Background: an optimization exercise with open tools, aiming at a short achievable clock period and few clock cycles. Do not read the settings as production practice. Function was checked by simulation only, so behaviour that the tests miss may differ from the original. Power is estimated from default activity; no workload was simulated.

`flow/design.v`:
```
`timescale 1ns/1ps
package cpu_pkg;
    localparam int XLEN       = 16;
    localparam int REG_ADDR_W = 3;
    localparam int NUM_REGS   = 8;
    localparam int IMM_W      = 4;
    typedef enum logic [1:0] {
        CLASS_MEM  = 2'b00,
        CLASS_ALU  = 2'b01,
        CLASS_JUMP = 2'b10,
        CLASS_NOP  = 2'b11
    } instr_class_t;
    typedef enum logic [2:0] {
        ADD, SUB, AND, OR, XOR, SHL, SHR, SLT
    } alu_op_t;
    typedef enum logic [2:0] {
        J_NEVER, J_ALWAYS, J_ZERO, J_NONZERO, J_NEG
    } jump_cond_t;
    localparam logic [2:0] MEM_LOAD  = 3'd0;
    localparam logic [2:0] MEM_STORE = 3'd1;
    typedef struct packed {
        instr_class_t          cls;
        logic                  form;
        logic [2:0]            op;
        logic [REG_ADDR_W-1:0] dst;
        logic [REG_ADDR_W-1:0] rs1;
        logic [REG_ADDR_W-1:0] rs2;
        logic                  unused;
    } instr_reg_t;
    typedef struct packed {
        instr_class_t          cls;
        logic                  form;
        logic [2:0]            op;
        logic [REG_ADDR_W-1:0] dst;
        logic [REG_ADDR_W-1:0] rs1;
        logic [IMM_W-1:0]      imm;
    } instr_imm_t;
    typedef union packed {
        instr_reg_t r;
        instr_imm_t i;
    } instr_word_t;
    typedef enum logic [2:0] {
        ST_IDLE, ST_FETCH, ST_DECODE, ST_REG_READ,
        ST_EXECUTE, ST_MEMORY, ST_MEM_WAIT, ST_WRITEBACK
    } stage_t;
endpackage
`timescale 1ns/1ps
module add16 (
    input  logic [15:0] a,
    input  logic [15:0] b,
    input  logic        cin,
    output logic [15:0] s
);
    logic [15:0] p, g0, g1, g2, g3, g4, p1, p2, p3;
    assign p  = a ^ b;
    assign g0 = (a & b) | {15'd0, p[0] & cin};
    always_comb begin
        for (int i = 0; i < 16; i++) begin
            g1[i] = (i >= 1) ? (g0[i] | (p[i] & g0[i-1])) : g0[i];
            p1[i] = (i >= 1) ? (p[i] & p[i-1]) : 1'b0;
        end
        for (int i = 0; i < 16; i++) begin
            g2[i] = (i >= 2) ? (g1[i] | (p1[i] & g1[i-2])) : g1[i];
            p2[i] = (i >= 2) ? (p1[i] & p1[i-2]) : 1'b0;
        end
        for (int i = 0; i < 16; i++) begin
            g3[i] = (i >= 4) ? (g2[i] | (p2[i] & g2[i-4])) : g2[i];
            p3[i] = (i >= 4) ? (p2[i] & p2[i-4]) : 1'b0;
        end
        for (int i = 0; i < 16; i++) begin
            g4[i] = (i >= 8) ? (g3[i] | (p3[i] & g3[i-8])) : g3[i];
        end
    end
    assign s = p ^ {g4[14:0], cin};
endmodule
module alu (
    input  logic [cpu_pkg::XLEN-1:0] a,
    input  logic [cpu_pkg::XLEN-1:0] b,
    input  logic [7:0]               sel,
    input  logic                     sub,    
    output logic [cpu_pkg::XLEN-1:0] y
);
    logic [15:0] bx, p, g0, g1, g2, g3, c, p1, p2, p3, sum, oth;
    logic        lt;
    assign bx = b ^ {16{sub}};
    assign p  = a ^ bx;
    assign g0 = (a & bx) | {15'd0, p[0] & sub};
    always_comb begin
        for (int i = 0; i < 16; i++) begin
            g1[i] = (i >= 1) ? (g0[i] | (p[i] & g0[i-1])) : g0[i];
            p1[i] = (i >= 1) ? (p[i] & p[i-1]) : 1'b0;
        end
        for (int i = 0; i < 16; i++) begin
            g2[i] = (i >= 2) ? (g1[i] | (p1[i] & g1[i-2])) : g1[i];
            p2[i] = (i >= 2) ? (p1[i] & p1[i-2]) : 1'b0;
        end
        for (int i = 0; i < 16; i++) begin
            g3[i] = (i >= 4) ? (g2[i] | (p2[i] & g2[i-4])) : g2[i];
            p3[i] = (i >= 4) ? (p2[i] & p2[i-4]) : 1'b0;
        end
        for (int i = 0; i < 16; i++) begin
            c[i] = (i >= 8) ? (g3[i] | (p3[i] & g3[i-8])) : g3[i];
        end
    end
    assign sum = p ^ {c[14:0], sub};
    assign lt = (a[15] ^ b[15]) ? a[15] : !c[14];
    assign oth = ({16{sel[2]}} & (a & b))
               | ({16{sel[3]}} & (a | b))
               | ({16{sel[4]}} & (a ^ b))
               | ({16{sel[5]}} & (a << b[3:0]))
               | ({16{sel[6]}} & (a >> b[3:0]));
    assign y = ({16{sel[0] | sel[1]}} & sum) | oth | {15'd0, sel[7] & lt};
endmodule
`timescale 1ns/1ps
module cpu_top (
    input  logic            clk,
    input  logic            rst,
    input  logic [cpu_pkg::XLEN-1:0] instr_in,
    input  logic [cpu_pkg::XLEN-1:0] pmem_data_in,
    output logic [cpu_pkg::XLEN-1:0] pc,
    output logic [cpu_pkg::XLEN-1:0] pmem_data_out,
    output logic [cpu_pkg::XLEN-1:0] pmem_addr_out,
    output logic            pmem_write
);
    localparam int BTB_N = 4;
    logic [15:0] fpc;                  
    logic        d_valid;              
    logic [15:0] d_pc, d_pc1;          
    logic [11:0] d_hi_p, d_hi_m;       
    logic        d_bhit;               
    logic        d_bany;               
    logic        e_valid;              
    logic        e_park;               
    logic        e_park1;              
    logic [1:0]  e_cnt_a, e_cnt_b;     
    logic        e_fast;               
    logic        e_lfa, e_lfb, e_lfs;  
    logic [15:0] e_pc, e_pc1;          
    logic [15:0] e_pred;               
    logic        e_dg;                 
    logic [15:0] e_dtgt;
    logic [15:0] e_jtgt;               
    logic        e_mm_seq;             
    logic        e_mmt;                
    logic        e_alu, e_ld, e_st, e_jmp, e_jform, e_immf;
    logic        e_jneg;               
    logic        e_c_always, e_c_zero, e_c_nz, e_c_neg;
    logic [7:0]  e_sel;                
    logic        e_sub;
    logic [2:0]  e_dst;
    logic [7:0]  e_amask;              
    logic [7:0]  e_lmask;              
    logic        e_zok;                
    logic [15:0] e_zc;
    logic [15:0] opa, opb, sdata;      
    logic [7:0]  r_mask;               
    logic [15:0] r_res;
    logic [15:0] r_fa, r_fb, r_fs;     
    logic [7:0]  m_lmask;              
    logic [7:0]  w_lmask;              
    logic [15:0] regs [8];
    logic [BTB_N-1:0] bt_v;
    logic [15:0] bt_pc  [BTB_N];
    logic [15:0] bt_tgt [BTB_N];
    logic [1:0]  bt_rr;
    logic [BTB_N-1:0] bt_ctd;          
    logic [BTB_N-1:0] bt_last;         
    logic [15:0] bt_cnt [BTB_N];       
    logic        u_v, u_take, u_ctd;
    logic [15:0] u_pc, u_tgt, u_ax;
    logic [1:0]  cls;
    logic        form;
    logic [2:0]  op, dst, rs1, rs2;
    logic [3:0]  imm;
    logic [15:0] imm_se;
    logic        is_alu, is_ld, is_st, is_jmp, immf, uses_a, uses_b;
    logic [7:0]  e_aq, e_lq, pend;
    logic        stall;
    logic [15:0] va, vb, vs;
    logic [4:0]  lo_sum;
    logic [15:0] jtgt_d;
    assign cls    = instr_in[15:14];
    assign form   = instr_in[13];
    assign op     = instr_in[12:10];
    assign dst    = instr_in[9:7];
    assign rs1    = instr_in[6:4];
    assign rs2    = instr_in[3:1];
    assign imm    = instr_in[3:0];
    assign imm_se = {{12{imm[3]}}, imm};
    assign is_alu = (cls == 2'b01);
    assign is_ld  = (cls == 2'b00) && (op == 3'd0);
    assign is_st  = (cls == 2'b00) && (op == 3'd1);
    assign is_jmp = (cls == 2'b10);
    assign immf   = form || is_st;
    assign uses_a = is_alu || is_ld || is_st || (is_jmp && (op >= 3'd2) && (op <= 3'd4));
    assign uses_b = !form && (is_alu || is_ld || (is_jmp && (op >= 3'd1) && (op <= 3'd4)));
    assign e_aq  = e_valid ? e_amask : 8'h0;
    assign e_lq  = e_valid ? e_lmask : 8'h0;
    assign pend  = e_lq | (m_lmask & ~e_aq);
    logic pa, pb, ps, qa, qb, qs, fast;
    assign pa    = uses_a && pend[rs1];
    assign pb    = uses_b && pend[rs2];
    assign ps    = is_st && pend[dst];
    assign qa    = uses_a && e_lq[rs1];
    assign qb    = uses_b && e_lq[rs2];
    assign qs    = is_st && e_lq[dst];
    assign fast  = is_ld || is_st;
    assign stall = fast ? (qa || qb || qs) : (pa || pb);
    logic fa_d, fb_d, fs_d;
    assign fa_d = uses_a && e_aq[rs1];
    assign fb_d = uses_b && e_aq[rs2];
    assign fs_d = is_st && e_aq[dst];
    always_comb begin
        if (r_mask[rs1])       va = r_res;
        else if (w_lmask[rs1]) va = pmem_data_in;
        else                   va = regs[rs1];
        if (r_mask[rs2])       vb = r_res;
        else if (w_lmask[rs2]) vb = pmem_data_in;
        else                   vb = regs[rs2];
        if (r_mask[dst])       vs = r_res;
        else if (w_lmask[dst]) vs = pmem_data_in;
        else                   vs = regs[dst];
    end
    assign lo_sum = {1'b0, d_pc[3:0]} + {1'b0, imm};
    always_comb begin
        jtgt_d[3:0] = lo_sum[3:0];
        case ({imm[3], lo_sum[4]})
            2'b01:   jtgt_d[15:4] = d_hi_p;
            2'b10:   jtgt_d[15:4] = d_hi_m;
            default: jtgt_d[15:4] = d_pc[15:4];
        endcase
    end
    logic d_sp;
    assign d_sp = is_jmp && form && !d_bany &&
                  ((op == 3'd1) || (imm[3] && (op >= 3'd2) && (op <= 3'd4)));
    logic ez, d_ex, d_ex_take, d_guess;
    logic [15:0] d_tgt;
    assign d_ex      = is_jmp && form && ((op == 3'd2) || (op == 3'd3)) && e_aq[rs1] && e_zok;
    assign d_ex_take = (op == 3'd2) ? ez : !ez;
    assign d_guess   = d_ex ? (d_ex_take != d_bhit) : d_sp;
    assign d_tgt     = (d_ex && !d_ex_take) ? d_pc1 : jtgt_d;
    logic [15:0] a_x, b_x, sd_x, alu_y, a_m, b_m, sd_m;
    assign a_x  = r_fa | opa;
    assign b_x  = r_fb | opb;
    assign sd_x = r_fs | sdata;
    assign a_m  = a_x | (e_lfa ? pmem_data_in : 16'h0);
    assign b_m  = b_x | (e_lfb ? pmem_data_in : 16'h0);
    assign sd_m = sd_x | (e_lfs ? pmem_data_in : 16'h0);
    alu i_alu (.a(a_x), .b(b_x), .sel(e_sel), .sub(e_sub), .y(alu_y));
    logic [15:0] addr;
    add16 i_addr (.a(a_m), .b(b_m), .cin(1'b0), .s(addr));
    assign ez = (a_x == e_zc);
    logic zero, take, mispred;
    logic [15:0] actual;
    assign zero    = (a_x == 16'h0);
    assign take    = e_jmp && (e_c_always || (e_c_zero && zero) || (e_c_nz && !zero) ||
                               (e_c_neg && a_x[15]));
    assign mispred = e_valid && (take ? e_mmt : e_mm_seq);
    assign actual  = take ? (e_jform ? e_jtgt : b_x) : e_pc1;
    logic [BTB_N-1:0] bhit_v;
    logic        bhit, bany;
    logic [15:0] btgt, fpc1, fpc_n;
    always_comb begin
        btgt = '0;
        for (int i = 0; i < BTB_N; i++) begin
            bhit_v[i] = bt_v[i] && (bt_pc[i] == fpc);
            btgt = btgt | (bhit_v[i] ? bt_tgt[i] : 16'h0);
        end
    end
    assign bany = |bhit_v;
    assign bhit = |(bhit_v & ~(bt_ctd & bt_last));
    assign fpc1 = fpc + 16'd1;
    assign pc   = fpc;
    logic d_go, d_adv, d_park, p_ready, d_redir;
    assign d_go    = d_valid && !mispred && !e_park;
    assign d_adv   = d_go && !stall;
    assign d_park  = d_go && stall;
    assign d_redir = d_go && d_guess;
    assign p_ready = e_fast || ((e_cnt_a <= 2'd1) && (e_cnt_b <= 2'd1));
    logic refetch;
    assign refetch = e_park1 && !p_ready;
    always_comb begin
        if (mispred)      fpc_n = actual;
        else if (refetch) fpc_n = e_dg ? e_dtgt : e_pred;
        else if (d_redir) fpc_n = d_tgt;
        else if (d_park)  fpc_n = fpc;
        else if (bhit)    fpc_n = btgt;
        else              fpc_n = fpc1;
    end
    logic [BTB_N-1:0] u_hit_v;
    logic        u_hit;
    always_comb begin
        for (int i = 0; i < BTB_N; i++) u_hit_v[i] = bt_v[i] && (bt_pc[i] == u_pc);
    end
    assign u_hit = |u_hit_v;
    always_ff @(posedge clk or posedge rst) begin
        if (rst) begin
            fpc           <= '0;
            d_valid       <= 1'b0;
            e_valid       <= 1'b0;
            e_park        <= 1'b0;
            e_park1       <= 1'b0;
            r_mask        <= '0;
            m_lmask       <= '0;
            w_lmask       <= '0;
            pmem_write    <= 1'b0;
            pmem_addr_out <= '0;
            pmem_data_out <= '0;
            bt_v          <= '0;
            bt_rr         <= '0;
            u_v           <= 1'b0;
            bt_ctd        <= '0;
            bt_last       <= '0;
            for (int i = 0; i < 8; i++) regs[i] <= '0;
        end else begin
            fpc        <= fpc_n;
            d_valid    <= !mispred && !refetch && !d_redir && !d_park;
            e_valid    <= d_adv || (e_park && p_ready);
            e_park     <= d_park || (e_park && !p_ready);
            e_park1    <= d_park;
            r_mask     <= e_aq;
            m_lmask    <= e_lq;
            w_lmask    <= m_lmask;
            pmem_write    <= e_valid && e_st;
            pmem_addr_out <= addr;
            pmem_data_out <= sd_m;
            for (int i = 0; i < 8; i++) begin
                if (r_mask[i])       regs[i] <= r_res;
                else if (w_lmask[i]) regs[i] <= pmem_data_in;
            end
            u_v <= e_valid && e_jmp;
            if (u_v) begin
                if (u_take) begin
                    if (!u_hit) begin
                        bt_v[bt_rr]    <= 1'b1;
                        bt_rr          <= bt_rr + 2'd1;
                        bt_ctd[bt_rr]  <= u_ctd;
                        bt_last[bt_rr] <= (u_ax == 16'd1);
                    end else begin
                        for (int i = 0; i < BTB_N; i++) begin
                            if (u_hit_v[i]) bt_last[i] <= (bt_cnt[i] == 16'd1);
                        end
                    end
                end else begin
                    bt_v <= bt_v & ~u_hit_v;
                end
            end
        end
    end
    always_ff @(posedge clk or posedge rst) begin
        if (rst) begin
            e_cnt_a    <= '0;
            e_cnt_b    <= '0;
            e_fast     <= 1'b0;
            e_lfa      <= 1'b0;
            e_lfb      <= 1'b0;
            e_lfs      <= 1'b0;
            e_amask    <= '0;
            e_lmask    <= '0;
            e_pc       <= '0;
            e_pc1      <= '0;
            e_pred     <= '0;
            e_dg       <= 1'b0;
            e_dtgt     <= '0;
            e_jtgt     <= '0;
            e_mm_seq   <= 1'b0;
            e_mmt      <= 1'b0;
            e_zok      <= 1'b0;
            e_zc       <= '0;
            e_alu      <= 1'b0;
            e_ld       <= 1'b0;
            e_st       <= 1'b0;
            e_jmp      <= 1'b0;
            e_jform    <= 1'b0;
            e_jneg     <= 1'b0;
            e_immf     <= 1'b0;
            e_c_always <= 1'b0;
            e_c_zero   <= 1'b0;
            e_c_nz     <= 1'b0;
            e_c_neg    <= 1'b0;
            e_sel      <= '0;
            e_sub      <= 1'b0;
            e_dst      <= '0;
        end else if (e_park) begin
            e_cnt_a <= (e_cnt_a == 2'd0) ? 2'd0 : e_cnt_a - 2'd1;
            e_cnt_b <= (e_cnt_b == 2'd0) ? 2'd0 : e_cnt_b - 2'd1;
            e_lfa   <= e_fast && (e_cnt_a == 2'd2);
            e_lfb   <= e_fast && (e_cnt_b == 2'd2) && !e_st;
            e_lfs   <= e_fast && (e_cnt_b == 2'd2) && e_st;
            e_amask <= e_alu ? (8'd1 << e_dst) : 8'd0;
            e_lmask <= e_ld ? (8'd1 << e_dst) : 8'd0;
        end else begin
            e_fast     <= fast;
            e_lfa      <= fast && pa;
            e_lfb      <= fast && pb;
            e_lfs      <= fast && ps;
            e_cnt_a    <= !uses_a ? 2'd0 : e_lq[rs1] ? 2'd2 : pend[rs1] ? 2'd1 : 2'd0;
            e_cnt_b    <= is_st  ? (e_lq[dst] ? 2'd2 : pend[dst] ? 2'd1 : 2'd0) :
                          !uses_b ? 2'd0 : e_lq[rs2] ? 2'd2 : pend[rs2] ? 2'd1 : 2'd0;
            e_amask    <= is_alu ? (8'd1 << dst) : 8'd0;
            e_lmask    <= is_ld ? (8'd1 << dst) : 8'd0;
            e_pc       <= d_pc;
            e_pc1      <= d_pc1;
            e_pred     <= fpc;
            e_dg       <= d_guess;
            e_dtgt     <= d_tgt;
            e_jtgt     <= jtgt_d;
            e_mm_seq   <= d_ex ? d_ex_take : (d_sp || (d_pc1 != fpc));
            e_mmt      <= !form ? 1'b1 :
                          d_guess ? (d_ex && !d_ex_take) :
                          !d_bhit && (imm != 4'd1);
            e_zok      <= is_alu && immf && ((op == 3'd0) || (op == 3'd1) || (op == 3'd4));
            e_zc       <= (op == 3'd0) ? (16'h0 - imm_se) : imm_se;
            e_alu      <= is_alu;
            e_ld       <= is_ld;
            e_st       <= is_st;
            e_jmp      <= is_jmp;
            e_jform    <= form;
            e_jneg     <= imm[3];
            e_immf     <= immf;
            e_c_always <= (op == 3'd1);
            e_c_zero   <= (op == 3'd2);
            e_c_nz     <= (op == 3'd3);
            e_c_neg    <= (op == 3'd4);
            e_sel      <= is_alu ? (8'd1 << op) : 8'd1;
            e_sub      <= is_alu && ((op == 3'd1) || (op == 3'd7));
            e_dst      <= dst;
        end
    end
    always_ff @(posedge clk) begin
        r_res  <= alu_y;
        r_fa   <= (!e_park && fa_d) ? alu_y : 16'h0;
        r_fb   <= (!e_park && fb_d) ? alu_y : 16'h0;
        r_fs   <= (!e_park && fs_d) ? alu_y : 16'h0;
        d_pc   <= fpc;
        d_pc1  <= fpc1;
        d_hi_p <= fpc[15:4] + 12'd1;
        d_hi_m <= fpc[15:4] - 12'd1;
        d_bhit <= bhit;
        d_bany <= bany;
        if (e_park) begin
            opa   <= (e_cnt_a == 2'd1) ? pmem_data_in : a_x;
            opb   <= (e_cnt_b == 2'd1 && !e_st) ? pmem_data_in : b_x;
            sdata <= (e_cnt_b == 2'd1 && e_st) ? pmem_data_in : sd_x;
        end else begin
            opa   <= (fa_d || pa) ? 16'h0 : va;
            opb   <= (fb_d || pb) ? 16'h0 : immf ? imm_se : vb;
            sdata <= (fs_d || ps) ? 16'h0 : vs;
        end
        u_take <= take;
        u_ctd  <= e_c_nz && e_jform && e_jneg;
        u_pc   <= e_pc;
        u_tgt  <= actual;
        u_ax   <= a_x;
        if (u_v && u_take) begin
            for (int i = 0; i < BTB_N; i++) begin
                if (u_hit ? u_hit_v[i] : (bt_rr == 2'(i))) begin
                    bt_pc[i]  <= u_pc;
                    bt_tgt[i] <= u_tgt;
                    bt_cnt[i] <= u_hit ? bt_cnt[i] - 16'd1 : u_ax - 16'd1;
                end
            end
        end
    end
endmodule
```
`flow/run.sh`:
```
#!/bin/bash
# synth_recipe.tcl (not shown) runs the flow's synth.tcl, then flattens the netlist and writes it again
# the make line also repeats each setting of config.mk as NAME=value (left out here)
make -C /OpenROAD-flow-scripts/flow DESIGN_CONFIG=/design/flow/config.mk WORK_HOME=/design/flow/orfs CLKGATE_MAP_FILE= SYNTH_SCRIPT=/design/flow/synth_recipe.tcl finish
```
`flow/config.mk`:
```
export PLATFORM = sky130hd
export DESIGN_NAME = cpu_top
export DESIGN_NICKNAME = cpu_top
export VERILOG_FILES = /design/flow/design.v
export SDC_FILE = /design/flow/constraint.sdc
export NUM_CORES = 4
export LEC_CHECK = 0
export CAP_MARGIN = 20
export CORE_MARGIN = 2
export CORE_UTILIZATION = 40
export SETUP_SLACK_MARGIN = 2.6
export SLEW_MARGIN = 20
export SYNTH_HIERARCHICAL = 1
export SYNTH_MINIMUM_KEEP_SIZE = 0
```
`flow/constraint.sdc`:
```
create_clock -name core_clock -period 5.0 [get_ports {clk}]
set_input_delay 1.0000 -clock core_clock [delete_from_list [all_inputs] [get_ports {clk}]]
set_output_delay 1.0000 -clock core_clock [all_outputs]
set_load 0.01 [all_outputs]
```
==> results of run 1 <==
routing by layer:
metal  up-vias  track usage
met5         -            0
met4        12        0.126
met3       516       0.0687
met2      2200        0.420
met1     18100        0.403
li1      15900            -
per-stage QoR:
stage / TNS [ns] / hold slack [ns] / area [um2] / setup WS [ns]
floorplan: -268.50 / 0.342 / 42900 / -0.756
global placement: 0 / 0.351 / 44700 / 0.779
detailed placement: 0 / 0.354 / 44700 / 0.749
CTS: 0 / 0.374 / 51900 / 2.08
global route: 0 / 0.381 / 55500 / 1.96
finish: 0 / 0.371 / 55500 / 2.01
synthesized netlist by cell type (all sizes together) (7+ instances only):
cell type,n,share of area
and2,55,0.0082
o311a,9,0.0022
nand2b,23,0.0034
a21o,17,0.0031
mux2i,225,0.054
o21a,12,0.0022
nand3,102,0.012
a31oi,31,0.0046
o31ai,18,0.0037
o31a,8,0.0017
dfrtp,355,0.21
a222oi,8,0.0019
nor3,48,0.0057
o211ai,29,0.0052
nand2,574,0.051
edfxtp,192,0.14
nor2,291,0.026
a311oi,13,0.0029
xnor2,208,0.044
xor2,75,0.016
nand3b,10,0.0018
buf,83,0.010
nor4,44,0.0067
o22ai,58,0.0088
a211oi,18,0.0036
o21ai,350,0.042
inv,142,0.013
and3,31,0.0046
o32ai,17,0.0036
ha,92,0.028
clkbuf,252,0.023
nor3b,7,0.0013
mux2,90,0.024
a221oi,26,0.0059
nand4,65,0.0097
a21oi,198,0.024
a22o,17,0.0036
nor2b,14,0.0021
mux4,103,0.056
a2111oi,9,0.0023
dfxtp,219,0.10
a22oi,22,0.0039
o2111ai,7,0.0016
how the worst max path moves through the flow:
| stage | startpoint | to | slack, ns | cells after the start |
|---|---|---|---|---|
| after floorplan | rst | bt_ctd[0] | -0.76 | 1 |
| after global placement | instr_in[0] | fpc[12] | 0.78 | 13 |
| after detailed placement | instr_in[0] | fpc[12] | 0.75 | 13 |
| after CTS | r_fa[13] | fpc[10] | 2.08 | 12 |
| after global routing | r_fa[11] | fpc[6] | 1.96 | 12 |
| final | e_sub | r_fa[12] | 2.01 | 11 |
logic make-up after synthesis:
kind of cell	synth area share
simple gates	0.139
compound gates	0.137
flops	0.455
buf+inv	0.0458
mux	0.134
xor+xnor	0.0598
fa+ha+maj	0.0294
other cells	0.0000896
report_power, final:
group | switching [uW] | internal, uW
clock | 2750 | 4110
combinational | 8160 | 6990
sequential | 2190 | 8540
critical path: cells and delay by family, from the launching register on:
kind | cells | cell delay [ns]
AO/OA/AOI/OAI | 4 | 1.06
XOR/XNOR | 1 | 0.20
adder cells (fa/ha/maj) | 1 | 0.44
buffers and inverters | 3 | 0.33
flip-flops | 1 | 0.45
AND/OR/NAND/NOR | 2 | 0.35
Yosys stat by module (local to each module, per instance):
module / copies in the design / cells inside
cpu_top: 1 / 3738
add16: 1 / 101
alu: 1 / 406
layout by cell type, fill, tap and decap left out, types with 21 or more instances in the layout:
cell type and instances:
a21oi_1 113, a21oi_2 67, a221oi_1 22, a31oi_1 22
and2_1 34, buf_12 74, buf_4 280, buf_6 113
buf_8 21, clkbuf_16 109, dfrtp_1 327, dfxtp_1 192
dlygate4sd2_1 34, edfxtp_1 192, ha_1 65, ha_4 23
inv_1 104, mux2_2 63, mux2_4 32, mux2i_1 208
mux4_2 97, nand2_1 529, nand2_2 25, nand2b_1 23
nand3_1 89, nand4_1 65, nor2_1 219, nor2_2 41
nor2_4 31, nor3_1 44, nor4_1 27, o211ai_1 29
o21ai_0 266, o21ai_1 39, o21ai_2 40, o22ai_1 54
xnor2_1 192, xor2_1 61
registers in the layout, summed over array words and instances (netlist names), 64 cells and up:
| signal | flops |
|---|---|
| regs | 128 |
| bt_cnt | 64 |
| bt_pc | 64 |
| bt_tgt | 64 |
repair_timing:
action | in CTS | in global routing
cloned | 18 | 16
resized for setup | 669 | 547
endpoints found under the setup margin | 545 | 490
pin swaps | 94 | 160
setup buffers | 194 | 133
area by class of cell:
cell class | instances | area (um2) | share of cell area
multi-input cells | 3005 | 24400 | 0.439
repair buffers | 582 | 6530 | 0.118
clock buffers | 131 | 2670 | 0.0482
flip-flops and latches | 766 | 19200 | 0.345
diodes | 8 | 20.0 | 0.000361
inverters | 144 | 621 | 0.0112
clock inverters | 30 | 392 | 0.00706
well taps | 1380 | 1730 | 0.0311
==> impl_metrics.ini, run 1 <==
[power_and_ir_drop]
finalPower_uw = 32700
power_leakage_uw = 0.0214
ir_drop_mv = 0.394
powerDensity_nw_per_um2 = 590

[critical_path]
crit_fanout = 5
slowest_delay_ns = 0.47
end_kind = register
r2r_end = r_fa[12]
r2r_start = e_sub
crit_arrival_ns = 3.52
crit_path_start_kind = register
cp_slowest_cell = a311o_2
required_ns = 5.54
path_cells = buf_12 > buf_6 > xor2_2 > inv_2 > fa_2 > nor2b_4 > o31a_1 > o21ai_2 > a21o_1 > a311o_2 > and3_4
r2r_cells = 11
path_class = register to register
regToRegSetupSlack_ns = 2.01

[sta]
max_freq_mhz = 335
clock_skew_ns = 0.0486
hold_viol = 0
grt_setup_unrepaired = yes
finalMaxSlewViolations = 0
relSlewSlack = 0.297
min_period_over_period = 0.597
setup_violations = 0
period_needed_ns = 2.99
worst_pin_slew_ns = 1.05

[synth]
netlist_instances = 4245
ys.flop_type = dfrtp_1
ys_seq_elements = 766
synth_seq_area_share = 0.455
avgSynthCellArea_um2 = 9.86
synth_edf_count = 192
synth_cell_types = 101
synth_fp_nets = 4375
yosysWarnings = 13
synthArstFlopShare = 0.463
synth_area_um2 = 41800

[drt]
via_per_inst = 6.07
top_layer = met5
drt-wirelength-per-cell_um = 26.8
first_pass_iters = 6
dr.first_iter.drc_count = 4570
wl_met3_um = 17600
dr_wl_met2_um = 69100
met1Wirelength_um = 66700
remaining_drc_errors = 0
vias = 36700
postRouteWirelength_um = 162000
ant_nets = 0

[place]
dp_hpwl_um = 103000
portBuffers = 82
dp_cells = 5516
gp_congestion = 0.948

[final_layout]
areaGrowthSynthToFinish_pct = 32.6
fin_cells = 6046
fillers = 8726
utilization = 0.535
drive_gt1_frac = 0.316
layout.nets = 4716

[floorplan]
start_util = 0.404
die_x_um = 327
die_area_um2 = 107000
fp-row-count = 118
die_h_um = 327
core_um2 = 104000
pin_count = 83

[clocking]
cts.sinks = 766
cts_hold_buf = 0
clockRootBuffer = clkbuf_16
htreeDepth = 3
cts_buffer_depth = 3
clkTransAtPathRegs_ns = 0.07
cts_tree = yes
cts_buffers = 87
clkLatencyLatePin_ns = 0.69

[flow_run]
cap_viol_max_count = 0

[run_status]
status = complete, no violations

[hold_path]
holdPathEnd = u_pc[13]
hold_path_startpoint = e_pc[13]
min_path_cells = 0
hold_class = register to register

[global_routing]
antenna_found_initial = 9
grt_usage = 0.287
grt_first_pass_wirelength_um = 232000
grt_start_max_net_pins = 100
grt_pass1_vias = 34200
overflow = 0
Testbench counts, summed over its fixed seeds: cycles 30,664.
==> run 2: changes to the inputs <==
==> flow/config.mk (replaced) <==
export PLATFORM = sky130hd
export DESIGN_NAME = cpu_top
export DESIGN_NICKNAME = cpu_top
export VERILOG_FILES = /design/flow/design.v
export SDC_FILE = /design/flow/constraint.sdc
export NUM_CORES = 4
export LEC_CHECK = 0
export ABC_CLOCK_PERIOD_IN_PS = 2400
export CAP_MARGIN = 20
export CORE_MARGIN = 2
export CORE_UTILIZATION = 40
export SETUP_SLACK_MARGIN = 2.6
export SLEW_MARGIN = 20
==> impl_metrics.ini, run 2 <==
[final_layout]
fin_area_um2 = 55000
fin_cells = 6063
fillers = 8894
drive_gt1_frac = 0.290
largest_reg_flops = 128
final_cell_mix = nand2_1 (552), dfrtp_1 (325), o21ai_0 (262), nor2_1 (258), mux2i_1 (249)
layout.nets = 4734
regMostFlops = regs
utilization = 0.532
areaGrowthSynthToFinish_pct = 32.3
final_common_cell = nand2_1

[critical_path]
path_cells = nor4_4 > nand4_1 > buf_4 > or3_4 > a21oi_4 > buf_12 > mux2i_4 > buf_12 > buf_16 > buf_4 > mux2_4 > mux2_2
required_ns = 5.55
cp_slowest_cell = or3_4
r2r_start = opa[6]
path_class = register to register
r2r_end = e_dtgt[0]
regToRegSetupSlack_ns = 1.86
end_kind = register
crit_fanout = 8
cpLargestDelayFamily = simple AND/OR/NAND/NOR gates
r2r_cells = 12
crit_path_start_kind = register
slowest_delay_ns = 0.37
critPathBufInv = 5
crit_arrival_ns = 3.68

[sta]
hold_viol = 0
period_needed_ns = 3.14
worst_hold_slack_ns = 0.366
setup_violations = 0
clock_skew_ns = 0.0253
setup-tns-final_ns = 0
grt_setup_unrepaired = yes
finalMaxSlewViolations = 0
min_period_over_period = 0.628
relSlewSlack = 0.415
max_freq_mhz = 319
worst_pin_slew_ns = 0.878

[power_and_ir_drop]
seq_power_share = 0.338
p_switching_uw = 12000
powerDensity_nw_per_um2 = 551
p_sw_frac = 0.395
p_comb_frac = 0.440
power_leakage_uw = 0.0215
p_clk_frac = 0.222
p_int_uw = 18300
ir_drop_mv = 0.376

[synth]
ys_seq_elements = 766
netlist_top_cells_count = nand2_1 (578), o21ai_0 (364), dfrtp_1 (355), nor2_1 (305), mux2i_1 (272)
synth_most_common_cell = nand2_1
synthArstFlopShare = 0.463
yosys-top-cells-area = dfrtp_1 (21%), edfxtp_1 (14%), dfxtp_1 (11%), mux2i_1 (6.5%), nand2_1 (5.2%)
avgSynthCellArea_um2 = 9.72
synth_top_cell_by_area = dfrtp_1
ys.flop_type = dfrtp_1
synth_fp_nets = 4404
netlist.area_leader.share = 0.214
synth_edf_count = 192
synth_cell_types = 89
netlist_instances = 4277
yosysWarnings = 7
synth_area_um2 = 41600
synth_seq_area_share = 0.458

[clocking]
cts_tree = yes
clockRootBuffer = clkbuf_16
htreeDepth = 3
cts_buffer_depth = 3
cts_buffers = 87
clkTransAtPathRegs_ns = 0.06
cts.sinks = 766
clkLatencyLatePin_ns = 0.68
cts_hold_buf = 0

[drt]
first_pass_iters = 8
drt-wirelength-per-cell_um = 26.1
dr.first_iter.drc_count = 4209
via_per_inst = 5.99
ant_nets = 0
postRouteWirelength_um = 158000
remaining_drc_errors = 0
vias = 36300

[hold_path]
min_path_cells = 0
hold_path_startpoint = e_pc[2]
holdPathEnd = u_pc[2]
hold_class = register to register

[floorplan]
die_h_um = 326
die_x_um = 326
start_util = 0.402
die_area_um2 = 107000
core_um2 = 103000
pin_count = 83
fp-row-count = 118

[global_routing]
antenna_found_initial = 7
grt_pass1_vias = 34600
grt_start_max_net_pins = 92
grt_first_pass_wirelength_um = 227000
overflow = 0
grt_usage = 0.280

[place]
dp_cells = 5528
portBuffers = 82
placed_area_um2 = 44200
dp_hpwl_um = 96600
gp_congestion = 0.950

[flow_run]
cap_viol_max_count = 0

[run_status]
status = complete, no violations
==> run 2: worst reg2reg max path: cells and delay by family (launching register included) <==
family / cells / cell delay [ns]
muxes: 3 / 0.79
DFF: 1 / 0.36
buffers and inverters: 5 / 0.78
and+or+nand+nor: 3 / 0.82
AOI/OAI and AO/OA: 1 / 0.25
==> run 2: worst max-delay path by stage <==
stage	from	to	slack [ns]	depth (start not counted)
after floorplan	rst	bt_ctd[0]	-0.76	1
after global placement	instr_in[12]	fpc[13]	0.55	8
after detailed placement	instr_in[12]	fpc[12]	0.38	8
after CTS	r_fa[4]	fpc[4]	1.97	12
after global routing	opa[6]	fpc[4]	1.82	14
final	opa[6]	e_dtgt[0]	1.86	12
==> run 2: cell families (layout without fill, tap and decap cells) <==
logic type | after synthesis | after routing | synth area share
compound gates | 915 | 923 | 0.137
mux | 419 | 421 | 0.130
other cells | 0 | 2 | 0
simple gates | 1288 | 1292 | 0.138
fa+ha+maj | 93 | 93 | 0.0285
flops | 766 | 766 | 0.458
xor+xnor | 288 | 288 | 0.0610
buf+inv | 508 | 898 | 0.0477
==> run 2: layer usage <==
metal | track usage | vias up | part of all wire | routed length (um)
li1 | - | 15900 | - | -
met1 | 0.374 | 17900 | 0.39 | 62100
met2 | 0.443 | 2003 | 0.46 | 72600
met3 | 0.0523 | 473 | 0.094 | 14900
met4 | 0.130 | 12 | 0.056 | 8880
met5 | 0 | - | 0.00040 | 64
==> run 2: power by group through the flow <==
stage	clock network, uW	registers, uW	logic [uW]
after floorplan	0	9300	7030
after global placement	0	10200	9410
after detailed placement	0	10300	9530
after CTS	6790	10100	11700
after global routing	7030	10400	14100
final	6720	10200	13300
==> run 2: repair_timing <==
item	4_1_cts	5_1_grt
buffers inserted	220	96
endpoints found under the setup margin	549	484
gates resized for setup	639	441
cloned	36	18
pin swaps	102	110
==> run 2: metrics by stage <==
step | worst slack (ns) | power, uW
floorplan | -0.756 | 16300
global placement | 0.546 | 19600
detailed placement | 0.377 | 19800
CTS | 1.97 | 28600
global route | 1.82 | 31600
finish | 1.86 | 30300
==> run 2: cell type report <==
type | count | area, um2 | area share
Antenna cell | 2 | 5.00 | 0.0000910
Clock buffer | 115 | 2410 | 0.0439
Clock inverter | 48 | 606 | 0.0110
Inverter | 171 | 727 | 0.0132
Multi-Input combinational cell | 3017 | 23600 | 0.429
Sequential cell | 766 | 19200 | 0.348
Tap cell | 1380 | 1730 | 0.0314
Timing Repair Buffer | 561 | 6710 | 0.122
Timing Repair inverter | 3 | 33.8 | 0.000614
==> run 3: changes to the inputs <==
--- a/flow/design.v
+++ b/flow/design.v
@@ -111,6 +111,21 @@
                | ({16{sel[6]}} & (a >> b[3:0]));
     assign y = ({16{sel[0] | sel[1]}} & sum) | oth | {15'd0, sel[7] & lt};
 endmodule
+module zero_or16 (
+    input  logic [15:0] a,
+    input  logic [15:0] b,
+    output logic        z
+);
+    assign z = ~|(a | b);
+endmodule
+module eq_or16 (
+    input  logic [15:0] a,
+    input  logic [15:0] b,
+    input  logic [15:0] c,
+    output logic        e
+);
+    assign e = ((a | b) == c);
+endmodule
 `timescale 1ns/1ps
 module cpu_top (
     input  logic            clk,
@@ -249,10 +264,10 @@
     alu i_alu (.a(a_x), .b(b_x), .sel(e_sel), .sub(e_sub), .y(alu_y));
     logic [15:0] addr;
     add16 i_addr (.a(a_m), .b(b_m), .cin(1'b0), .s(addr));
-    assign ez = (a_x == e_zc);
+    eq_or16 i_ez (.a(r_fa), .b(opa), .c(e_zc), .e(ez));
     logic zero, take, mispred;
     logic [15:0] actual;
-    assign zero    = (a_x == 16'h0);
+    zero_or16 i_zero (.a(r_fa), .b(opa), .z(zero));
     assign take    = e_jmp && (e_c_always || (e_c_zero && zero) || (e_c_nz && !zero) ||
                                (e_c_neg && a_x[15]));
     assign mispred = e_valid && (take ? e_mmt : e_mm_seq);
--- a/flow/config.mk
+++ b/flow/config.mk
@@ -5,9 +5,10 @@
 export SDC_FILE = /design/flow/constraint.sdc
 export NUM_CORES = 4
 export LEC_CHECK = 0
-export ABC_CLOCK_PERIOD_IN_PS = 2400
 export CAP_MARGIN = 20
 export CORE_MARGIN = 2
 export CORE_UTILIZATION = 40
 export SETUP_SLACK_MARGIN = 2.6
 export SLEW_MARGIN = 20
+export SYNTH_HIERARCHICAL = 1
+export SYNTH_MINIMUM_KEEP_SIZE = 0
==> impl_metrics.ini, run 3 <==
[power_and_ir_drop]
power_leakage_uw = 0.0222
ir_drop_mv = 0.328
finalPower_uw = 33100
powerDensity_nw_per_um2 = 579

[synth]
netlist_instances = 4363
synth_fp_nets = 4493
ys.flop_type = dfrtp_1
synth_cell_types = 112
synth_seq_area_share = 0.444
synth_top_cell_by_area = dfrtp_1
yosysWarnings = 13
yosys-top-cells-area = dfrtp_1 (21%), edfxtp_1 (13%), dfxtp_1 (10%), mux2i_1 (5.6%), nand2_1 (4.4%)
ys_seq_elements = 766
avgSynthCellArea_um2 = 9.83
synth_edf_count = 192
synth_area_um2 = 42900
synthArstFlopShare = 0.463
netlist_top_cells_count = nand2_1 (498), dfrtp_1 (355), o21ai_0 (323), nor2_1 (278), mux2i_1 (240)
synth_most_common_cell = nand2_1
netlist.area_leader.share = 0.207

[sta]
min_period_over_period = 0.561
grt_setup_unrepaired = yes
period_needed_ns = 2.81
finalWorstSetupSlack_ns = 2.19
setup_violations = 0
max_freq_mhz = 356
worst_pin_slew_ns = 1.12
clock_skew_ns = 0.0390
finalMaxSlewViolations = 0
setup-tns-final_ns = 0
hold_viol = 0
relSlewSlack = 0.253

[global_routing]
overflow = 0
antenna_found_initial = 12
grt_start_max_net_pins = 81
grt_first_pass_wirelength_um = 248000
grt_pass1_vias = 36600
grt_usage = 0.300

[floorplan]
fp-row-count = 120
die_x_um = 331
core_um2 = 107000
die_area_um2 = 110000
start_util = 0.402
die_h_um = 331
pin_count = 83

[critical_path]
end_kind = register
r2r_end = r_fb[12]
r2r_cells = 12
regToRegSetupSlack_ns = 2.19
slowest_delay_ns = 0.48
cpLargestDelayFamily = compound AO/OA/AOI/OAI gates
cp_slowest_cell = a311o_2
path_class = register to register
r2r_start = r_fb[1]
crit_path_start_kind = register
critPathBufInv = 3
required_ns = 5.57
crit_fanout = 4
crit_arrival_ns = 3.38
path_cells = nor2_4 > buf_6 > clkinvlp_4 > xor2_2 > inv_1 > fa_2 > nor2b_4 > o31a_1 > o21ai_2 > a21o_1 > a311o_2 > and3_1

[flow_run]
cap_viol_max_count = 0

[clocking]
cts.sinks = 766
cts_buffers = 87
clockRootBuffer = clkbuf_16
clkLatencyLatePin_ns = 0.70
clkTransAtPathRegs_ns = 0.06
htreeDepth = 3
cts_buffer_depth = 3
cts_tree = yes

[final_layout]
final_common_cell = nand2_1
layout.nets = 4857
regMostFlops = regs
final_cell_mix = nand2_1 (466), dfrtp_1 (325), buf_4 (294), o21ai_0 (245), mux2i_1 (227)
drive_gt1_frac = 0.325
largest_reg_flops = 128
fillers = 9110
fin_area_um2 = 57100
areaGrowthSynthToFinish_pct = 33.1

[hold_path]
min_path_cells = 0
hold_class = register to register
hold_path_startpoint = e_pc[15]
holdPathEnd = u_pc[15]

[drt]
first_pass_iters = 7
vias = 38700
ant_nets = 0
remaining_drc_errors = 0
via_per_inst = 6.22
drt-wirelength-per-cell_um = 28.1
dr.first_iter.drc_count = 4911
postRouteWirelength_um = 174000

[place]
gp_congestion = 0.974
placed_area_um2 = 45300
dp_hpwl_um = 108000
portBuffers = 82
pre_cts_ws_ns = 0.758

[run_status]
status = complete, no violations
## run 3: cell types whose count changed in the layout (fill, tap and decap cells not counted), moves of 29 or more
cell and delta:
a31oi_1 +29, o22ai_1 +34, o21ai_1 -30, o211ai_1 -36, xnor2_1 -35, nand2_1 -86
nor2_1 -33, buf_4 +46, a21oi_1 -52, xor2_1 +40
## run 3: cell type report
class | count | area [um2] | area share
Inverter | 158 | 653 | 0.0114
Clock inverter | 44 | 562 | 0.00984
Antenna cell | 9 | 22.5 | 0.000395
Tap cell | 1403 | 1760 | 0.0308
Timing Repair Buffer | 614 | 6860 | 0.120
Sequential cell | 766 | 19200 | 0.336
Clock buffer | 119 | 2510 | 0.0440
Multi-Input combinational cell | 3100 | 25500 | 0.447
## run 3: timing repair
action | CTS | global route
setup endpoints to repair | 537 | 467
buffers inserted | 272 | 102
gates cloned | 25 | 17
resized for setup | 812 | 487
hold buffers | 0 | 0
pin swaps | 141 | 188
## run 3: kinds of logic after synthesis
family                   Yosys count  synth area share
XOR/XNOR                         294            0.0600
AO/OA/AOI/OAI                    986             0.152
other                              1         0.0000874
AND/OR/NAND/NOR                 1303             0.142
buffers and inverters            509            0.0508
multiplexers                     408             0.122
adder cells (fa/ha/maj)           96            0.0287
flip-flops                       766             0.444
## run 3: worst max-delay path by stage
stage	from	endpoint	slack, ns	depth (start not counted)
after floorplan	rst	bt_ctd[0]	-0.76	1
after detailed placement	instr_in[12]	fpc[11]	0.76	8
final	r_fb[1]	r_fb[12]	2.19	12
after global placement	instr_in[12]	fpc[11]	0.87	9
after CTS	e_zc[14]	fpc[5]	2.20	13
after global routing	r_fb[1]	r_fb[12]	2.09	12
## run 3: metal layers
metal  up-vias  track usage  wire length [um]
met1     19100        0.381             66200
met3       648       0.0595             16100
met4         4        0.179             12500
li1      16600            -                 -
met5         -            0                26
met2      2344        0.475             79600
## run 3: power breakdown
| group | switching (uW) | leakage, uW | internal [uW] | total (uW) |
|---|---|---|---|---|
| clock network | 2870 | 0.00149 | 3990 | 6860 |
| registers | 2320 | 0.00785 | 8530 | 10900 |
| logic | 8280 | 0.0129 | 7070 | 15300 |
## run 3: per-stage QoR
step	hold WS, ns	cells	util
2_1_floorplan	0.342	4363	-
3_3_place_gp	0.347	5625	0.424
3_5_place_dp	0.356	5625	0.425
4_1_cts	0.367	6085	0.503
5_1_grt	0.378	6206	0.534
6_report	0.359	6213	0.535
## run 3: per-module statistics from Yosys, one instance, submodules excluded
| module | copies in the design | flip-flops and latches |
|---|---|---|
| zero_or16 | 1 | 0 |
| add16 | 1 | 0 |
| cpu_top | 1 | 766 |
| eq_or16 | 1 | 0 |
| alu | 1 | 0 |
Testbench counts of run 3, summed over its fixed seeds: cycles 30,664.
==> run 4: changes to the inputs <==
--- a/flow/design.v
+++ b/flow/design.v
@@ -294,14 +294,30 @@
     assign p_ready = e_fast || ((e_cnt_a <= 2'd1) && (e_cnt_b <= 2'd1));
     logic refetch;
     assign refetch = e_park1 && !p_ready;
+    logic [15:0] fpc_n0, fpc_n1;
+    logic        dval_n0, dval_n1, redir0, redir1;
+    logic        take0, take1;                    
+    assign take0  = (op != 3'd2);
+    assign take1  = (op == 3'd2);
+    assign redir0 = d_go && (d_ex ? (take0 != d_bhit) : d_sp);
+    assign redir1 = d_go && (d_ex ? (take1 != d_bhit) : d_sp);
     always_comb begin
-        if (mispred)      fpc_n = actual;
-        else if (refetch) fpc_n = e_dg ? e_dtgt : e_pred;
-        else if (d_redir) fpc_n = d_tgt;
-        else if (d_park)  fpc_n = fpc;
-        else if (bhit)    fpc_n = btgt;
-        else              fpc_n = fpc1;
+        if (mispred)      fpc_n0 = actual;
+        else if (refetch) fpc_n0 = e_dg ? e_dtgt : e_pred;
+        else if (redir0)  fpc_n0 = (d_ex && !take0) ? d_pc1 : jtgt_d;
+        else if (d_park)  fpc_n0 = fpc;
+        else if (bhit)    fpc_n0 = btgt;
+        else              fpc_n0 = fpc1;
+        if (mispred)      fpc_n1 = actual;
+        else if (refetch) fpc_n1 = e_dg ? e_dtgt : e_pred;
+        else if (redir1)  fpc_n1 = (d_ex && !take1) ? d_pc1 : jtgt_d;
+        else if (d_park)  fpc_n1 = fpc;
+        else if (bhit)    fpc_n1 = btgt;
+        else              fpc_n1 = fpc1;
     end
+    assign dval_n0 = !mispred && !refetch && !redir0 && !d_park;
+    assign dval_n1 = !mispred && !refetch && !redir1 && !d_park;
+    assign fpc_n   = ez ? fpc_n1 : fpc_n0;
     logic [BTB_N-1:0] u_hit_v;
     logic        u_hit;
     always_comb begin
@@ -329,7 +345,7 @@
             for (int i = 0; i < 8; i++) regs[i] <= '0;
         end else begin
             fpc        <= fpc_n;
-            d_valid    <= !mispred && !refetch && !d_redir && !d_park;
+            d_valid    <= ez ? dval_n1 : dval_n0;
             e_valid    <= d_adv || (e_park && p_ready);
             e_park     <= d_park || (e_park && !p_ready);
             e_park1    <= d_park;
==> impl_metrics.ini, run 4 <==
[drt]
vias = 39200
drt-wirelength-per-cell_um = 28.3
dr.first_iter.drc_count = 5255
postRouteWirelength_um = 177000
via_per_inst = 6.27
first_pass_iters = 6
remaining_drc_errors = 0
ant_nets = 0

[synth]
netlist_instances = 4414
synth.area.mux_share = 0.126
synthXorXnorAreaFrac = 0.0612
ys_seq_elements = 766
ys.flop_type = dfrtp_1
synth_cell_types = 101
synth-compound-area-share = 0.151
synth_top_cell_by_area = dfrtp_1
synth_edf_count = 192
yosys-top-cells-area = dfrtp_1 (21%), edfxtp_1 (13%), dfxtp_1 (10%), mux2i_1 (5.6%), nand2_1 (4.7%)
synth_adder_area_share = 0.0288
yosysWarnings = 13
synth_most_common_cell = nand2_1
synth_fp_nets = 4544
netlist_top_cells_count = nand2_1 (532), dfrtp_1 (355), o21ai_0 (319), nor2_1 (311), a21oi_1 (255)
avgSynthCellArea_um2 = 9.69
synth_top_family_by_area = compound AO/OA/AOI/OAI gates
synthArstFlopShare = 0.463
synth_area_um2 = 42800
synthSimpleGateAreaFrac = 0.140
netlist.area_leader.share = 0.208
synth_seq_area_share = 0.445

[sta]
grt_setup_unrepaired = yes
worst_pin_slew_ns = 1.02
setup_violations = 0
max_freq_mhz = 317
relSlewSlack = 0.315
min_period_over_period = 0.631
hold_viol = 0
finalMaxSlewViolations = 0
clock_skew_ns = 0.0669
period_needed_ns = 3.15

[final_layout]
areaGrowthSynthToFinish_pct = 32.7
utilization = 0.537
layout.nets = 4918
fin_cells = 6259
final_common_cell = nand2_1
fin_area_um2 = 56700
regMostFlops = regs
drive_gt1_frac = 0.309
largest_reg_flops = 128
final_cell_mix = nand2_1 (505), dfrtp_1 (319), buf_4 (301), o21ai_0 (250), nor2_1 (236)

[hold_path]
holdPathEnd = u_pc[13]
min_path_cells = 0
hold_class = register to register
hold_path_startpoint = e_pc[13]

[clocking]
cts_buffer_depth = 3
clockRootBuffer = clkbuf_16
cts_tree = yes
htreeDepth = 3
cts_buffers = 86
cts.sinks = 766
clkTransAtPathRegs_ns = 0.07
clkLatencyLatePin_ns = 0.71
cts_hold_buf = 0

[global_routing]
grt_pass1_vias = 37100
overflow = 0
grt_start_max_net_pins = 96
grt_usage = 0.310
grt_first_pass_wirelength_um = 252000
antenna_found_initial = 13

[critical_path]
required_ns = 5.57
crit_fanout = 6
slowest_delay_ns = 0.35
crit_arrival_ns = 3.72
end_kind = register
regToRegSetupSlack_ns = 1.85
path_cells = nor4_4 > nand4_1 > nor2_2 > mux2_4 > o31ai_4 > mux2_4 > and4_4 > o211ai_1 > buf_4 > buf_12 > o211ai_1 > a22oi_1 > o21ai_1
cpLargestDelayFamily = compound AO/OA/AOI/OAI gates
r2r_end = fpc[8]
r2r_cells = 13
r2r_start = opa[0]
path_class = register to register
cp_slowest_cell = dfxtp_2
critPathBufInv = 2
crit_path_start_kind = register

[power_and_ir_drop]
finalPower_uw = 31100
ir_drop_mv = 0.368
power_leakage_uw = 0.0224
powerDensity_nw_per_um2 = 548

[place]
gp_congestion = 0.960
portBuffers = 82
placed_area_um2 = 45300
dp_cells = 5666
dp_hpwl_um = 106000

[floorplan]
die_h_um = 331
start_util = 0.405
fp-row-count = 119
die_area_um2 = 110000
core_um2 = 106000
die_x_um = 331
pin_count = 83

[flow_run]
cap_viol_max_count = 0

[run_status]
status = complete, no violations
==> run 4: cell count changes after synthesis, moves of 18 or more <==
| cell | change |
|---|---|
| xor2_1 | -20 |
| clkbuf_1 | +32 |
| a21oi_1 | +118 |
| xnor2_1 | +25 |
| a21o_1 | -18 |
| and3_1 | +23 |
| buf_2 | -30 |
| inv_1 | -20 |
| nand3_1 | -36 |
| a31oi_1 | -32 |
| nand2_1 | +34 |
| o32ai_1 | -19 |
| nor2_1 | +33 |
==> run 4: layout make-up <==
type	count	area, um2
antenna	6	15.0
sequential	766	19200
multi-input combinational	3179	25200
clock inverter	44	637
clock buffer	118	2440
tap	1391	1740
timing repair buffer	617	7010
inverter	138	564
fill	9021	49000
==> run 4: report_power, final <==
group / total (uW) / internal [uW] / switching (uW) / leakage [uW]
sequential: 10400 / 8330 / 2050 / 0.00802
combinational: 13800 / 6030 / 7780 / 0.0129
clock: 6890 / 4000 / 2900 / 0.00149
total: 31100 / 18400 / 12700 / 0.0224
==> run 4: repair_timing <==
action                     4_1_cts  5_1_grt
gates resized for setup        768      422
pin swaps                       92      139
setup buffers                  253      114
cloned                          49        9
setup endpoints to repair      557      478
==> run 4: logic make-up (layout without fill, tap and decap cells) <==
kind of cell | Yosys count | after routing
other cells | 1 | 7
compound gates | 1034 | 1054
mux | 418 | 418
buf+inv | 494 | 917
fa+ha+maj | 96 | 96
flops | 766 | 766
xor+xnor | 299 | 299
simple gates | 1306 | 1311
==> run 4: how the worst max path moves through the flow <==
stage          slack (ns)  cells past startpoint         to    startpoint
2_1_floorplan       -0.76                      1  bt_ctd[0]           rst
6_report             1.85                     13     fpc[8]        opa[0]
5_1_grt              1.76                     13    fpc[15]        opa[3]
4_1_cts              1.93                     13     fpc[8]       r_fa[5]
3_5_place_dp         0.68                     11     fpc[3]  instr_in[12]
3_3_place_gp         0.78                     11     fpc[3]  instr_in[12]
==> run 4: per-stage QoR <==
stage	setup TNS (ns)	hold slack [ns]	setup slack, ns
after detailed placement	0	0.352	0.676
after global routing	0	0.367	1.76
final	0	0.357	1.85
after CTS	0	0.362	1.93
after floorplan	-268.50	0.342	-0.756
after global placement	0	0.346	0.782
==> run 4: layer usage <==
layer | track usage | wire [um] | vias to the layer above
met5 | 0 | 35 | -
met4 | 0.175 | 12300 | 6
met3 | 0.0745 | 19100 | 694
met2 | 0.485 | 79300 | 2573
met1 | 0.395 | 66500 | 19200
li1 | - | - | 16700
==> run 4: per-module statistics from Yosys, one instance, submodules excluded <==
module     cells  flip-flops and latches
cpu_top     3859                     766
alu          406                       0
add16        101                       0
eq_or16       37                       0
zero_or16     11                       0
Testbench counts of run 4, summed over its fixed seeds: cycles 30,664.
==> run 5: changes to the inputs <==
--- a/flow/design.v
+++ b/flow/design.v
@@ -268,10 +268,18 @@
     logic zero, take, mispred;
     logic [15:0] actual;
     zero_or16 i_zero (.a(r_fa), .b(opa), .z(zero));
-    assign take    = e_jmp && (e_c_always || (e_c_zero && zero) || (e_c_nz && !zero) ||
-                               (e_c_neg && a_x[15]));
-    assign mispred = e_valid && (take ? e_mmt : e_mm_seq);
-    assign actual  = take ? (e_jform ? e_jtgt : b_x) : e_pc1;
+    logic take_z, take_n, mis_z, mis_n;
+    logic [15:0] tgt_x, act_z, act_n;
+    assign take_z  = e_jmp && (e_c_always || e_c_zero || (e_c_neg && a_x[15]));
+    assign take_n  = e_jmp && (e_c_always || e_c_nz || (e_c_neg && a_x[15]));
+    assign mis_z   = e_valid && (take_z ? e_mmt : e_mm_seq);
+    assign mis_n   = e_valid && (take_n ? e_mmt : e_mm_seq);
+    assign tgt_x   = e_jform ? e_jtgt : b_x;
+    assign act_z   = take_z ? tgt_x : e_pc1;
+    assign act_n   = take_n ? tgt_x : e_pc1;
+    assign take    = zero ? take_z : take_n;
+    assign mispred = zero ? mis_z : mis_n;
+    assign actual  = zero ? act_z : act_n;
     logic [BTB_N-1:0] bhit_v;
     logic        bhit, bany;
     logic [15:0] btgt, fpc1, fpc_n;
@@ -294,30 +302,19 @@
     assign p_ready = e_fast || ((e_cnt_a <= 2'd1) && (e_cnt_b <= 2'd1));
     logic refetch;
     assign refetch = e_park1 && !p_ready;
-    logic [15:0] fpc_n0, fpc_n1;
-    logic        dval_n0, dval_n1, redir0, redir1;
-    logic        take0, take1;                    
-    assign take0  = (op != 3'd2);
-    assign take1  = (op == 3'd2);
-    assign redir0 = d_go && (d_ex ? (take0 != d_bhit) : d_sp);
-    assign redir1 = d_go && (d_ex ? (take1 != d_bhit) : d_sp);
+    logic d_go0, redir0, park0;
+    logic [15:0] rest_n;
+    assign d_go0  = d_valid && !e_park;
+    assign redir0 = d_go0 && d_guess;
+    assign park0  = d_go0 && stall;
     always_comb begin
-        if (mispred)      fpc_n0 = actual;
-        else if (refetch) fpc_n0 = e_dg ? e_dtgt : e_pred;
-        else if (redir0)  fpc_n0 = (d_ex && !take0) ? d_pc1 : jtgt_d;
-        else if (d_park)  fpc_n0 = fpc;
-        else if (bhit)    fpc_n0 = btgt;
-        else              fpc_n0 = fpc1;
-        if (mispred)      fpc_n1 = actual;
-        else if (refetch) fpc_n1 = e_dg ? e_dtgt : e_pred;
-        else if (redir1)  fpc_n1 = (d_ex && !take1) ? d_pc1 : jtgt_d;
-        else if (d_park)  fpc_n1 = fpc;
-        else if (bhit)    fpc_n1 = btgt;
-        else              fpc_n1 = fpc1;
+        if (refetch)      rest_n = e_dg ? e_dtgt : e_pred;
+        else if (redir0)  rest_n = d_tgt;
+        else if (park0)   rest_n = fpc;
+        else if (bhit)    rest_n = btgt;
+        else              rest_n = fpc1;
     end
-    assign dval_n0 = !mispred && !refetch && !redir0 && !d_park;
-    assign dval_n1 = !mispred && !refetch && !redir1 && !d_park;
-    assign fpc_n   = ez ? fpc_n1 : fpc_n0;
+    assign fpc_n = zero ? (mis_z ? act_z : rest_n) : (mis_n ? act_n : rest_n);
     logic [BTB_N-1:0] u_hit_v;
     logic        u_hit;
     always_comb begin
@@ -345,7 +342,7 @@
             for (int i = 0; i < 8; i++) regs[i] <= '0;
         end else begin
             fpc        <= fpc_n;
-            d_valid    <= ez ? dval_n1 : dval_n0;
+            d_valid    <= !(zero ? mis_z : mis_n) && !refetch && !redir0 && !park0;
             e_valid    <= d_adv || (e_park && p_ready);
             e_park     <= d_park || (e_park && !p_ready);
             e_park1    <= d_park;
==> impl_metrics.ini, run 5 <==
[floorplan]
die_h_um = 329
core_um2 = 105000
die_x_um = 329
die_area_um2 = 109000
start_util = 0.403
pin_count = 83
fp-row-count = 119

[final_layout]
layout.nets = 4639
largest_reg_flops = 128
regMostFlops = regs
final_common_cell = nand2_1
areaGrowthSynthToFinish_pct = 28.9
fin_cells = 5975
final_cell_mix = nand2_1 (493), dfrtp_1 (324), o21ai_0 (288), mux2i_1 (239), nor2_1 (233)
drive_gt1_frac = 0.287

[critical_path]
cp_slowest_cell = dfrtp_4
required_ns = 5.56
path_cells = buf_8 > xor2_1 > nand4_1 > nor4_4 > xnor2_2 > buf_4 > a211oi_4 > buf_12 > mux2_2 > o221a_2
r2r_end = fpc[12]
end_kind = register
regToRegSetupSlack_ns = 1.98
crit_fanout = 7
crit_path_start_kind = register
cpLargestDelayFamily = simple AND/OR/NAND/NOR gates
slowest_delay_ns = 0.50
r2r_cells = 10
crit_arrival_ns = 3.58
r2r_start = e_zc[14]
critPathBufInv = 3
path_class = register to register

[power_and_ir_drop]
powerDensity_nw_per_um2 = 583
ir_drop_mv = 0.434
power_leakage_uw = 0.0213

[hold_path]
hold_path_startpoint = e_pc[4]
hold_class = register to register
min_path_cells = 0
holdPathEnd = u_pc[4]

[drt]
dr.first_iter.drc_count = 4734
via_per_inst = 6.17
vias = 36900
postRouteWirelength_um = 164000
ant_nets = 0
remaining_drc_errors = 0
drt-wirelength-per-cell_um = 27.4
first_pass_iters = 9

[global_routing]
grt_usage = 0.287
overflow = 0
grt_start_max_net_pins = 107
grt_first_pass_wirelength_um = 233000
antenna_found_initial = 10
grt_pass1_vias = 34600

[sta]
hold_viol = 0
max_freq_mhz = 331
clock_skew_ns = 0.0448
min_period_over_period = 0.605
worst_pin_slew_ns = 0.923
grt_setup_unrepaired = yes
worst_hold_slack_ns = 0.360
period_needed_ns = 3.02
finalMaxSlewViolations = 0
relSlewSlack = 0.379
setup_violations = 0

[flow_run]
cap_viol_max_count = 0

[clocking]
cts_tree = yes
htreeDepth = 3
cts.sinks = 766
clockRootBuffer = clkbuf_16
clkTransAtPathRegs_ns = 0.07
clkLatencyLatePin_ns = 0.69
cts_hold_buf = 0
cts_buffer_depth = 3
cts_buffers = 86

[synth]
ys_seq_elements = 766
synth_edf_count = 192
netlist.area_leader.share = 0.210
synth_fp_nets = 4395
synth_most_common_cell = nand2_1
synth_top_cell_by_area = dfrtp_1
netlist_instances = 4265
avgSynthCellArea_um2 = 9.93
ys.flop_type = dfrtp_1
synthArstFlopShare = 0.463
synth_seq_area_share = 0.449
yosys-top-cells-area = dfrtp_1 (21%), edfxtp_1 (14%), dfxtp_1 (10%), mux2i_1 (6.0%), nand2_1 (4.6%)
synth_area_um2 = 42400
synth_cell_types = 97
netlist_top_cells_count = nand2_1 (515), dfrtp_1 (355), o21ai_0 (341), nor2_1 (271), mux2i_1 (253)
yosysWarnings = 13

[place]
dp_hpwl_um = 102000
portBuffers = 82
dp_cells = 5509
gp_congestion = 0.948

[run_status]
status = complete, no violations
-- run 5: how the worst max path moves through the flow --
stage | startpoint | cells past startpoint | slack, ns | endpoint
after detailed placement | instr_in[11] | 9 | 0.57 | fpc[9]
after CTS | e_zc[14] | 11 | 2.12 | fpc[9]
after floorplan | rst | 1 | -0.76 | bt_ctd[0]
after global placement | instr_in[0] | 12 | 0.66 | fpc[15]
after global routing | e_zc[14] | 11 | 1.92 | fpc[0]
final | e_zc[14] | 10 | 1.98 | fpc[12]
-- run 5: cell families (layout without fill, tap and decap cells) --
kind of cell / after synthesis / count (layout) / synth area share
other cells: 1 / 3 / 0.0000885
xor+xnor: 297 / 297 / 0.0614
compound gates: 966 / 973 / 0.144
buf+inv: 462 / 763 / 0.0445
flops: 766 / 766 / 0.449
simple gates: 1214 / 1219 / 0.131
fa+ha+maj: 96 / 96 / 0.0291
mux: 463 / 467 / 0.141
-- run 5: worst register-to-register path, stage by stage, from the launching register on --
cell      delay [ns]
dfrtp_4         0.50
buf_8           0.16
xor2_1          0.17
nand4_1         0.18
nor4_4          0.44
xnor2_2         0.13
buf_4           0.16
a211oi_4        0.29
buf_12          0.21
mux2_2          0.37
o221a_2         0.29
-- run 5: cell type report --
cell class,count,area [um2]
fillers,9161,50500
well taps,1391,1740
diodes,2,5.00
flip-flops and latches,766,19200
multi-input cells,3053,24500
clock inverters,38,490
clock buffers,123,2540
inverters,125,509
repair buffers,477,5640
-- run 5: metrics by stage --
step                worst slack [ns]  cell area (um2)   util  TNS, ns  total power (uW)
global route                    1.92            54600  0.519        0             33100
detailed placement             0.571            44600  0.424        0             21300
floorplan                     -0.756            42800      -  -268.50             17400
finish                          1.98            54600  0.519        0             31800
CTS                             2.12            51800  0.493        0             30100
global placement               0.660            44500  0.424        0             21200
-- run 5: power breakdown --
part | switching [uW] | internal, uW | total (uW)
Clock | 2850 | 3950 | 6800
Sequential | 2270 | 8500 | 10800
Combinational | 7780 | 6480 | 14300
Total | 12900 | 18900 | 31800
-- run 5: what timing repair did --
action,in CTS,in global routing
gates cloned,32,21
endpoints found under the setup margin,522,454
pin swaps,111,147
resized for setup,696,357
setup buffers,176,74
-- run 5: routing by layer --
metal,wire [um],vias up,share of wire,global-route usage
li1,-,15900,-,-
met1,66600,18300,0.41,0.402
met2,71800,2215,0.44,0.434
met3,16200,516,0.099,0.0546
met4,8890,12,0.054,0.123
met5,75,-,0.00046,0
-- run 5: modules after synthesis, one instance, submodules excluded --
module	copies in the design	cells inside	area (um2)	flip-flops and latches
add16	1	101	777	0
alu	1	406	3270	0
eq_or16	1	37	238	0
cpu_top	1	3710	38000	766
zero_or16	1	11	72.6	0
Testbench counts of run 5, summed over its fixed seeds: cycles 30,664.

==> re-timing with driven ports <==
The flow's constraints put no driver on any port. The routed layouts listed below were extracted and timed again, unchanged, in two steps. Step 1: set_driving_cell puts a clkbuf_16 on clk and a buf_2 on each other input, an assumption about the parent block. Step 2 moves the port delays by t, midway between the first and last clock arrival at a register: inputs arrive t later, outputs are due t later. That takes back most of the time a late clock gives input paths. Three values: ideal, step 1, step 2; two values: the first two.
run	t, ns	setup WS [ns]	hold WS [ns]	latest minus earliest clock arrival (ns)	worst data-port slew with drivers (ns)
run 1	0.730	2.014 / 2.007 / 1.277	0.371 / 0.371 / 0.371	0.049 / 0.049	0.21
run 2	0.743	1.862 / 1.862 / 1.217	0.366 / 0.366 / 0.366	0.027 / 0.026	0.12
run 3	0.752	2.193 / 2.193 / 1.465	0.359 / 0.359 / 0.359	0.041 / 0.041	0.31
run 4	0.754	1.847 / 1.847 / 1.168	0.357 / 0.357 / 0.357	0.067 / 0.067	0.17
run 5	0.732	1.977 / 1.977 / 1.321	0.360 / 0.360 / 0.360	0.045 / 0.045	0.22
After both steps every run listed still meets setup and hold. The setup slack of run 1, which loses most, moves by -0.007 ns with the drivers and by -0.737 ns with both steps.
